Source: an optimization exercise on an open RTL-to-GDS flow (aim: small area, a short achievable clock period and few clock cycles per item). Production flows keep margins and buffers that such runs may drop.
The RTL of this run was laid out without a check of its function.
Power is estimated from default activity; no workload was simulated.

[config.mk]
export PLATFORM = sky130hd
export DESIGN_NAME = ospfb_top
export DESIGN_NICKNAME = ospfb_top
export VERILOG_FILES = /design/flow/design.v
export SDC_FILE = /design/flow/constraint.sdc
export NUM_CORES = 4
export LEC_CHECK = 0
export ABC_CLOCK_PERIOD_IN_PS = 3000
export CAP_MARGIN = 20
export CORE_MARGIN = 2
export CORE_UTILIZATION = 40
export CTS_CLUSTER_DIAMETER = 150
export CTS_CLUSTER_SIZE = 24
export SLEW_MARGIN = 20
[constraint.sdc]
create_clock -name core_clock -period 9.0 [get_ports {clk}]
set_input_delay 1.8000 -clock core_clock [delete_from_list [all_inputs] [get_ports {clk}]]
set_output_delay 1.8000 -clock core_clock [all_outputs]
set_load 0.01 [all_outputs]
[design.v]
package ospfb_pkg;
  localparam int SAMPLE_W = 16;
  localparam int COEFF_W  = 8;
  localparam int ACC_W    = 21;
  localparam int OUT_W    = 18;
  typedef logic signed [SAMPLE_W-1:0] sample_t;
  typedef logic signed [COEFF_W-1:0]  coeff_t;
  typedef logic signed [ACC_W-1:0]    acc_t;
  typedef logic signed [OUT_W-1:0]    out_t;
  localparam int OUT_MAX = (1 << (OUT_W - 1)) - 1;
  localparam int OUT_MIN = -(1 << (OUT_W - 1));
  localparam int DIG_W = 5;
endpackage
`timescale 1ns/1ns
import ospfb_pkg::*;
module ospfb_ctrl #(
  parameter int FFT_LEN = 32,
  parameter int DEC_FAC = 24,
  parameter int PTAPS   = 4,
  localparam int BR_W   = $clog2(FFT_LEN)
) (
  input  logic                     clk,
  input  logic                     rst_n,
  input  logic                     in_valid,
  output logic                     in_ready,
  output logic [FFT_LEN-1:0]       wsel,
  output logic                     commit,
  output logic                     beat_valid,
  output logic                     beat_last,
  output logic [PTAPS*DIG_W-1:0]   beat_dig,
  output logic                     frame_start
);
  localparam int NCOEF = FFT_LEN * PTAPS;
  logic [DIG_W-1:0] dig_tab [NCOEF];
  for (genvar k = 0; k < NCOEF; k++) begin : g_coef
    localparam int H  = ((3 * k) % 11) - 5;
    localparam int B  = (H >= 3) ? 1 : ((H <= -3) ? -1 : 0);
    localparam int A  = H - 4 * B;
    assign dig_tab[k] = {A != 0, (A == 2) || (A == -2), A < 0, B != 0, B < 0};
  end
  logic [4:0]  koff;
  logic [4:0]  rres;     
  logic [4:0]  rres_m1;  
  logic        rd_act;
  logic        ok;
  logic        chk_q;    
  logic        fresh;
  logic [1:0]  g2;       
  logic [2:0]  gs;       
  logic [4:0]  prd_p1;   
  logic [2:0]  frs;      
  logic signed [6:0] dw;  
  logic signed [6:0] da;  
  logic [FFT_LEN-1:0] pv;
  logic [FFT_LEN-1:0] ptag;
  logic [4:0]  wres;
  logic [4:0]  ares;
  logic [4:0]  ares_p1;
  logic        inv;
  logic        accept;
  logic        end_sw;
  logic        start_rd;
  logic [4:0]  koff_n;
  logic [4:0]  rres_n;
  logic        rd_n;
  logic [1:0]  g2_n;
  logic [2:0]  gs_n;
  logic [2:0]  frs_n;
  logic        tag_w;
  logic        wr_next;    
  logic        pv_nx;      
  logic        pt_nx;
  logic        commit_n;
  logic [7:0]  x0, x1;
  logic        chk_n;
  logic        free_0, free_1;
  logic        rdy_0, rdy_1;
  logic [4:0]  p_n;
  logic [4:0]  wpos;
  logic [PTAPS*DIG_W-1:0] dig_n;
  assign accept   = in_valid && in_ready;
  assign end_sw   = (koff == 5'd31);
  assign start_rd = end_sw && ok && chk_q;
  assign koff_n = fresh ? 5'd8  : koff + 5'd1;
  assign rres_n = fresh ? 5'd15 : rres_m1;
  assign rd_n   = end_sw ? start_rd : rd_act;
  assign g2_n   = g2 + 2'(start_rd);
  assign gs_n   = (start_rd && gs != 3'd5) ? gs + 3'd1 : gs;
  assign frs_n  = start_rd ? gs : frs;
  assign tag_w = g2[0] ^ ~dw[6];
  assign wr_next  = inv && (wres == rres_m1);
  assign pv_nx    = pv[rres_m1] || wr_next;
  assign pt_nx    = wr_next ? tag_w : ptag[rres_m1];
  assign commit_n = !fresh && pv_nx && (pt_nx == g2_n[0]);
  assign x0 = 8'(dw) + 8'(inv) + 8'(5'({2'(3 * g2), 3'b000} + koff + 5'd1));
  assign x1 = 8'(dw) + 8'(inv) - 8'd24 + 8'({2'(3 * (g2 + 2'd1)), 3'b000});
  assign chk_n = start_rd ? !x1[7] : !x0[7];
  assign free_0 = !pv[ares]    || (commit && rres == ares)    || (commit_n && rres_n == ares);
  assign free_1 = !pv[ares_p1] || (commit && rres == ares_p1) || (commit_n && rres_n == ares_p1);
  assign rdy_0 = free_0 && (start_rd ? (da < 7'sd48) : (da < 7'sd24));
  assign rdy_1 = free_1 && (start_rd ? (da < 7'sd47) : (da < 7'sd23));
  assign wpos = 5'(rres_n - 5'd1 - ares);
  assign p_n = start_rd ? {2'(3 * g2), 3'b000} : prd_p1;
  always_comb begin
    for (int t = 0; t < PTAPS; t++) begin
      if ((32 * t + int'(p_n)) >= 24 * (int'(frs_n) + 1))
        dig_n[t*DIG_W +: DIG_W] = '0;
      else
        dig_n[t*DIG_W +: DIG_W] = dig_tab[t*FFT_LEN + int'(p_n)];
    end
  end
  always_ff @(posedge clk or negedge rst_n) begin
    if (!rst_n) begin
      koff        <= '0;
      rres        <= 5'd23;
      rres_m1     <= 5'd22;
      rd_act      <= 1'b0;
      ok          <= 1'b0;
      chk_q       <= 1'b0;
      fresh       <= 1'b1;
      g2          <= '0;
      gs          <= '0;
      prd_p1      <= 5'd1;
      frs         <= '0;
      dw          <= -7'sd24;
      da          <= -7'sd24;
      pv          <= '0;
      wres        <= '0;
      ares        <= '0;
      ares_p1     <= 5'd1;
      inv         <= 1'b0;
      in_ready    <= 1'b0;
      beat_valid  <= 1'b0;
      beat_last   <= 1'b0;
      frame_start <= 1'b0;
    end else begin
      koff     <= koff_n;
      rres     <= rres_n;
      rres_m1  <= rres_n - 5'd1;
      rd_act   <= rd_n;
      ok       <= fresh ? 1'b0 : (end_sw ? 1'b1 : (ok && chk_q));
      chk_q    <= chk_n;
      if (accept) fresh <= 1'b0;
      g2       <= g2_n;
      gs       <= gs_n;
      prd_p1   <= p_n + 5'd1;
      frs      <= frs_n;
      dw       <= dw + 7'(inv) - (start_rd ? 7'sd24 : 7'sd0);
      da       <= da + 7'(accept) - (start_rd ? 7'sd24 : 7'sd0);
      if (commit) pv[rres] <= 1'b0;
      if (inv)    pv[wres] <= 1'b1;
      wres     <= wres + 5'(inv);
      if (accept) begin
        ares    <= ares_p1;
        ares_p1 <= ares_p1 + 5'd1;
      end
      inv      <= accept;
      in_ready <= accept ? rdy_1 : rdy_0;
      beat_valid  <= rd_n;
      beat_last   <= rd_n && (koff_n == 5'd31);
      frame_start <= rd_n && (koff_n == 5'd0);
    end
  end
  always_ff @(posedge clk) begin
    wsel   <= accept ? (FFT_LEN'(1) << wpos) : '0;
    commit <= commit_n;
  end
  always_ff @(posedge clk) begin
    if (inv) ptag[wres] <= tag_w;
    beat_dig <= dig_n;
  end
endmodule
`timescale 1ns/1ns
import ospfb_pkg::*;
module pfb_delay_line #(
  parameter int FFT_LEN = 32,
  parameter int PTAPS   = 4
) (
  input  logic                      clk,
  input  logic [FFT_LEN-1:0]        wsel,      
  input  logic [SAMPLE_W-1:0]       wdata,
  input  logic                      commit,    
  output logic [PTAPS*SAMPLE_W-1:0] taps_data  
);
  localparam int CW = PTAPS * SAMPLE_W;
  localparam int SW = SAMPLE_W;
  logic [FFT_LEN*CW-1:0] tap;
  logic [FFT_LEN*SW-1:0] pend;
  always_ff @(posedge clk) begin
    for (int k = 0; k < FFT_LEN; k++) begin
      pend[k*SW +: SW] <= wsel[k] ? (wdata ^ {SW{k[0]}}) : ~pend[((k+1)%FFT_LEN)*SW +: SW];
    end
    for (int k = 0; k < FFT_LEN - 1; k++) begin
      tap[k*CW +: CW]  <= tap[(k+1)*CW +: CW];
    end
    tap[(FFT_LEN-1)*CW +: CW]  <= commit ? {tap[CW-SW-1:0], pend[SW-1:0]} : tap[CW-1:0];
  end
  assign taps_data = tap[CW-1:0];
endmodule
`timescale 1ns/1ns
import ospfb_pkg::*;
module pfb_mac #(
  parameter int PTAPS = 4
) (
  input  logic                      clk,
  input  logic                      rst_n,
  input  logic                      beat_valid,
  input  logic                      beat_last,
  input  logic [PTAPS*DIG_W-1:0]    beat_dig,
  input  logic [PTAPS*SAMPLE_W-1:0] taps_data,
  output logic                      acc_valid,
  output ospfb_pkg::acc_t           acc,
  output logic                      acc_last
);
  localparam int W = ACC_W;
  localparam int NV = 2 * PTAPS + 1;
  logic [W-1:0] v [NV];
  logic [2:0]   nb;
  always_comb begin
    nb = '0;
    for (int t = 0; t < PTAPS; t++) begin
      logic [SAMPLE_W-1:0] x;
      logic a_nz, a_two, a_neg, b_nz, b_neg;
      logic [W-1:0] ta, tb;
      x = taps_data[t*SAMPLE_W +: SAMPLE_W];
      {a_nz, a_two, a_neg, b_nz, b_neg} = beat_dig[t*DIG_W +: DIG_W];
      if (a_two)      ta = W'($signed({x, 1'b0}));
      else if (a_nz)  ta = W'($signed(x));
      else            ta = '0;
      ta = ta ^ {W{a_neg}};
      tb = b_nz ? W'($signed({x, 2'b00})) : '0;
      tb = tb ^ {{(W-2){b_neg}}, 2'b00};
      tb[0] = a_neg;
      v[2*t]   = ta;
      v[2*t+1] = tb;
      nb = nb + 3'(b_neg);
    end
    v[NV-1] = W'({nb, 2'b00});
  end
  function automatic logic [2*W-1:0] csa(input logic [W-1:0] a, input logic [W-1:0] b, input logic [W-1:0] c);
    logic [W-1:0] s, cy;
    s  = a ^ b ^ c;
    cy = ((a & b) | (a & c) | (b & c)) << 1;
    csa = {cy, s};
  endfunction
  logic [W-1:0] s1, c1, s2, c2, s3, c3, s4, c4, s5, c5, s6, c6, s7, c7;
  logic [W-1:0] sum;
  always_comb begin
    {c1, s1} = csa(v[0], v[1], v[2]);
    {c2, s2} = csa(v[3], v[4], v[5]);
    {c3, s3} = csa(v[6], v[7], v[8]);
    {c4, s4} = csa(s1, c1, s2);
    {c5, s5} = csa(c2, s3, c3);
    {c6, s6} = csa(s4, c4, s5);
  end
  logic [W-1:0] s_q, c_q, e_q;
  logic         v_q, l_q;
  always_comb begin
    {c7, s7} = csa(s_q, c_q, e_q);
    sum = s7 + c7;
  end
  always_ff @(posedge clk or negedge rst_n) begin
    if (!rst_n) begin
      v_q       <= 1'b0;
      l_q       <= 1'b0;
      acc_valid <= 1'b0;
      acc_last  <= 1'b0;
    end else begin
      v_q       <= beat_valid;
      l_q       <= beat_valid && beat_last;
      acc_valid <= v_q;
      acc_last  <= l_q;
    end
  end
  always_ff @(posedge clk) begin
    s_q <= s6;
    c_q <= c6;
    e_q <= c5;
    acc <= sum;
  end
endmodule
`timescale 1ns/1ns
import ospfb_pkg::*;
module pfb_out_stage (
  input  logic clk,
  input  logic rst_n,
  input  logic acc_valid,
  input  ospfb_pkg::acc_t acc,
  input  logic acc_last,
  output logic out_valid,
  output ospfb_pkg::out_t out_data,
  output logic out_last,
  output logic out_sat
);
  logic clip;
  assign clip = (acc[ACC_W-1:OUT_W-1] != '0) && (acc[ACC_W-1:OUT_W-1] != '1);
  always_ff @(posedge clk or negedge rst_n) begin
    if (!rst_n) begin
      out_valid <= 1'b0;
      out_last  <= 1'b0;
      out_sat   <= 1'b0;
    end else begin
      out_valid <= acc_valid;
      out_last  <= acc_valid && acc_last;
      out_sat   <= acc_valid && clip;
    end
  end
  always_ff @(posedge clk) begin
    if (clip) out_data <= acc[ACC_W-1] ? OUT_W'(OUT_MIN) : OUT_W'(OUT_MAX);
    else      out_data <= acc[OUT_W-1:0];
  end
endmodule
`timescale 1ns/1ns
import ospfb_pkg::*;
module ospfb_top #(
  parameter int FFT_LEN = 32,
  parameter int DEC_FAC = 24,
  parameter int PTAPS   = 4,
  localparam int BR_W   = $clog2(FFT_LEN)
) (
  input  logic    clk,
  input  logic    rst_n,
  input  logic    in_valid,
  input  ospfb_pkg::sample_t in_data,
  output logic    in_ready,
  output logic    out_valid,
  output ospfb_pkg::out_t    out_data,
  output logic    out_last,
  output logic    out_sat,
  output logic    frame_start
);
  logic [SAMPLE_W-1:0]       in_q;
  logic [FFT_LEN-1:0]        wsel;
  logic                      commit;
  logic                      beat_valid;
  logic                      beat_last;
  logic [PTAPS*DIG_W-1:0]    beat_dig;
  logic [PTAPS*SAMPLE_W-1:0] taps_data;
  logic                      acc_valid;
  ospfb_pkg::acc_t           acc;
  logic                      acc_last;
  always_ff @(posedge clk) begin
    in_q <= in_data;
  end
  ospfb_ctrl #(
    .FFT_LEN(FFT_LEN),
    .DEC_FAC(DEC_FAC),
    .PTAPS  (PTAPS)
  ) i_ctrl (
    .clk        (clk),
    .rst_n      (rst_n),
    .in_valid   (in_valid),
    .in_ready   (in_ready),
    .wsel       (wsel),
    .commit     (commit),
    .beat_valid (beat_valid),
    .beat_last  (beat_last),
    .beat_dig   (beat_dig),
    .frame_start(frame_start)
  );
  pfb_delay_line #(
    .FFT_LEN(FFT_LEN),
    .PTAPS  (PTAPS)
  ) i_delay_line (
    .clk      (clk),
    .wsel     (wsel),
    .wdata    (in_q),
    .commit   (commit),
    .taps_data(taps_data)
  );
  pfb_mac #(
    .PTAPS(PTAPS)
  ) i_mac (
    .clk       (clk),
    .rst_n     (rst_n),
    .beat_valid(beat_valid),
    .beat_last (beat_last),
    .beat_dig  (beat_dig),
    .taps_data (taps_data),
    .acc_valid (acc_valid),
    .acc       (acc),
    .acc_last  (acc_last)
  );
  pfb_out_stage i_out_stage (
    .clk      (clk),
    .rst_n    (rst_n),
    .acc_valid(acc_valid),
    .acc      (acc),
    .acc_last (acc_last),
    .out_valid(out_valid),
    .out_data (out_data),
    .out_last (out_last),
    .out_sat  (out_sat)
  );
endmodule
[run.sh]
#!/bin/bash
# synth_recipe.tcl (not shown) runs the flow's synth.tcl, then flattens the netlist and writes it again
# the make line also repeats each setting of config.mk as NAME=value (left out here)
make -C /OpenROAD-flow-scripts/flow DESIGN_CONFIG=/design/flow/config.mk WORK_HOME=/design/flow/orfs CLKGATE_MAP_FILE= SYNTH_SCRIPT=/design/flow/synth_recipe.tcl finish
==> impl_results.md <==
* Commonest non-fill, non-tap cells in the layout: 2717 x dfxtp_1, 504 x mux2i_1, 267 x nand2_1
* RSZ-0062 raised after global routing: no
* Fin nets at 5413
* Commonest non-fill, non-tap cell in the layout: dfxtp_1
* Global route total overflow at 0
* Hold Path Stages at 0
* Worst setup EP type: register
* Setup violators final at 0
* Top post-synthesis cells by area: dfxtp_1 71%, mux2i_1 6.6%, dfrtp_1 2.9%
* Post-Route WL at 117400 um
* Switch Pwr at 0.005445 W
* I/O pins at 42
* CTS tree: yes
* Syn_nets at approximately 5400
* Worst slack at placement at 4160 ps
* Final Hold Fails at 0
* FMAX at 0.2060 GHz
* Routed len/inst at 15.21 um
* FP Rows at 160
* Drt drc at 0
* Reg2reg end: i_ctrl.beat_dig[9]
* Drt initial violations at 1511
* Hpwl dp at 73650 um
* First-pass GRT wire length at 188800 um
* Cells after Synth at roughly 5200
* Area grow syn2layout at 8.864%
* Root Buffer: clkbuf_16
* Leading area contributor after synthesis: dfxtp_1
* Leakage at about 33 nW
* Status: complete, no violations
* YS warnings at 7
* CTS buffer count at ~140
* Hold endpoint: i_delay_line.tap[1711]
* Hold_ws at 271.4 ps
* Post-CTS Setup Inserts at 0
* R2r setup slk at 4150 ps
* Total track usage at between 10% and 20%
* Clk_skew at between 50 and 60 ps
* Initial Util at between 40% and 50%
* Worst Hold Class: reg2reg
* Sw frac at 23.37%
* #FFs+latches synth at roughly 2900
* Die H at 441.4 um
* Clock tree buffer depth at 3
* Crit Path Category: reg2reg
* Post-route setup slack at 4146 ps
* Worst Path Arrival at 5550 ps
* Asr flop ratio synth at under 10%
* Power per cell area at 279.8 nW/um2
* Pint at 0.01786 W
* Crit path time final at 4854 ps
* Die width at 441.4 um
* Final period util at 53.93%
* Share of the synthesized area in the top cell type at around 71%
* Clk pin slew, worst setup/hold paths at 100 ps
* Mapped Area at 76510 um2
* Clk network pwr share at 28.5%
* Critical Path Start: i_ctrl.koff[0]
* Clk sinks at 2861
* PortBufs at 41
* H-tree depth at 4
* Slew at the pin closest to its max-slew limit at 1087 ps
* Antenna Nets Post-Route at 0
* Post-CTS Resized at 0
* Hold Crit Start: i_delay_line.tap[1775]
* DR vias at 33590
* Worst VDD drop at 187.1 uV
* Distinct cell type count after synthesis at 78
* Max-slew headroom at 27.46%
* R2R Path Start: i_ctrl.koff[0]
* Dominant synthesized flop cell: dfxtp_1
* Worst-Skew Late Latency at 830 ps
* GP Congestion at 0.8173
* Mapped Avg Cell Area at 14.74 um2
* Reg2reg path depth at 13
* Vias in the first global route at 33620
* EDFF count, synth at 32
* Via density at 4.351
* Core Area at 190200 um2
* Initial antenna violation count at 10
* Drt pass-1 iters at 5
* Layout cells sized above 1 at 6.627%
* Largest net degree at the start of global routing at 63
* # hold bufs at CTS at 0
* Comb power frac at 8.7%
* Flop pwr share at 62.8%
* Layout Utilization at between 40% and 50%
* Crit Path Max Fanout at 31
* Max Cap Viol at 0
* Type of origin of the critical path: register
* WP data required at 9700 ps
* Setup TNS at 0 ps
* Final max-slew violation count at 0
* DIE AREA at roughly 190000 um2
* Seq/Total Area, Yosys at 75.98%
==> cells in the mapped netlist, types with 15 or more instances <==
library cell / instances
a21o_1: 24
a21oi_1: 43
a31oi_1: 18
buf_1: 15
clkbuf_1: 183
dfrtp_1: 88
dfstp_2: 16
dfxtp_1: 2725
edfxtp_1: 32
fa_1: 109
ha_1: 104
inv_1: 173
mux2_2: 85
mux2i_1: 504
mux4_2: 31
nand2_1: 267
nand3_1: 29
nor2_1: 94
nor2b_1: 16
nor3_1: 25
o21ai_0: 193
xnor2_1: 126
xor2_1: 99
==> flip-flops by register name (all words and copies together) (netlist names), 7 cells and up <==
| signal | cells |
|---|---|
| i_ctrl.da | 7 |
| i_mac.c_q | 20 |
| i_ctrl.beat_dig | 20 |
| i_mac.s_q | 20 |
| i_delay_line.tap | 2048 |
| in_q | 16 |
| i_delay_line.pend | 512 |
| i_ctrl.ptag | 32 |
| i_mac.acc | 21 |
| i_ctrl.dw | 7 |
| i_ctrl.wsel | 32 |
| i_ctrl.pv | 32 |
| i_mac.e_q | 17 |
| i_out_stage.out_data | 18 |
==> worst max path at each step <==
stage                               end  slack (ps)  cells after the start
finish               i_ctrl.beat_dig[9]        4150                     13
global placement    i_ctrl.beat_dig[15]        4110                     13
global route        i_ctrl.beat_dig[17]        3630                     13
detailed placement   i_ctrl.beat_dig[9]        4160                     13
floorplan            i_ctrl.beat_dig[9]        4540                     17
CTS                  i_ctrl.beat_dig[9]        4090                     13
==> metal layers <==
layer / part of all wire, % / global-route usage [%] / vias up
met3: 3.8 / 2.371 / 162
met5: 0 / 0 / -
met4: 2.2 / 3.456 / 0
li1: - / - / 16730
met2: 44 / 18.86 / 441
met1: 50 / 17.35 / 16260
==> critical path, stage by stage, from the launching register on <==
cell,delay [ps]
dfrtp_1,420
ha_1,220
and3_1,180
ha_1,240
nand3_2,550
o21ai_0,710
ha_1,470
xnor3_1,420
ha_1,270
o31a_1,320
or2_2,320
nor3b_1,140
a32o_2,310
a41oi_1,180
==> cell families (layout without fill, tap and decap cells) <==
kind of cell | Yosys count | after routing | share of synthesized area (%)
other | 0 | 3 | 0
XOR/XNOR | 227 | 227 | 2.635
multiplexers | 631 | 631 | 9.084
flip-flops | 2861 | 2861 | 75.98
buffers and inverters | 386 | 402 | 1.930
adder cells (fa/ha/maj) | 213 | 213 | 4.553
AND/OR/NAND/NOR | 519 | 519 | 3.057
AO/OA/AOI/OAI | 353 | 353 | 2.757
==> metrics by stage <==
step	instances	total power (W)	area (um2)
after floorplan	5190	0.01630	76510
after global placement	7552	0.01689	79400
after detailed placement	7552	0.01697	79400
after CTS	7716	0.02360	83260
after global routing	7718	0.02443	83290
final	7720	0.02330	83290
==> power groups by stage <==
stage / clock [W] / combinational (W) / sequential, W
2_1_floorplan: 0 / 0.00169 / 0.0146
3_3_place_gp: 0 / 0.00198 / 0.0149
3_5_place_dp: 0 / 0.00203 / 0.0149
4_1_cts: 0.00690 / 0.00205 / 0.0147
5_1_grt: 0.00734 / 0.00230 / 0.0148
6_report: 0.00664 / 0.00203 / 0.0146
==> final cells by class <==
class / instances / area (um2)
fill: 17010 / 106900
multi-input combinational: 1943 / 16910
sequential: 2861 / 58150
timing repair buffer: 62 / 563.0
clock buffer: 146 / 3462
inverter: 176 / 660.6
antenna: 3 / 7.507
tap: 2511 / 3142
clock inverter: 18 / 401.6

==> port drivers added, routing unchanged <==
How much do the figures lean on ideal ports? The routed layout below was timed once more, with nothing changed but the port constraints. Step 1 assumes that a clkbuf_16 drives the clock port and a buf_2 every other input. Step 2 adds t to the input delays and takes it off the output delays; t is the mean of the earliest and latest rising clock arrival at the registers after step 1. Input paths then give back, and output paths get back, about the clock's delay inside the block. a / b / c = no drivers / after step 1 / after step 2; a / b = the first two.
shift t [ns]: 0.865
setup slack, ns: 4.146 / 4.146 / 4.146
worst register clock-pin slew, ns: 0.11 / 0.11
worst slew at a driven data input, ns: 0.03
After both steps this run still meets setup and hold. For this run, drivers alone change the setup slack by 0.000 ns; drivers and shift together by 0.000 ns.
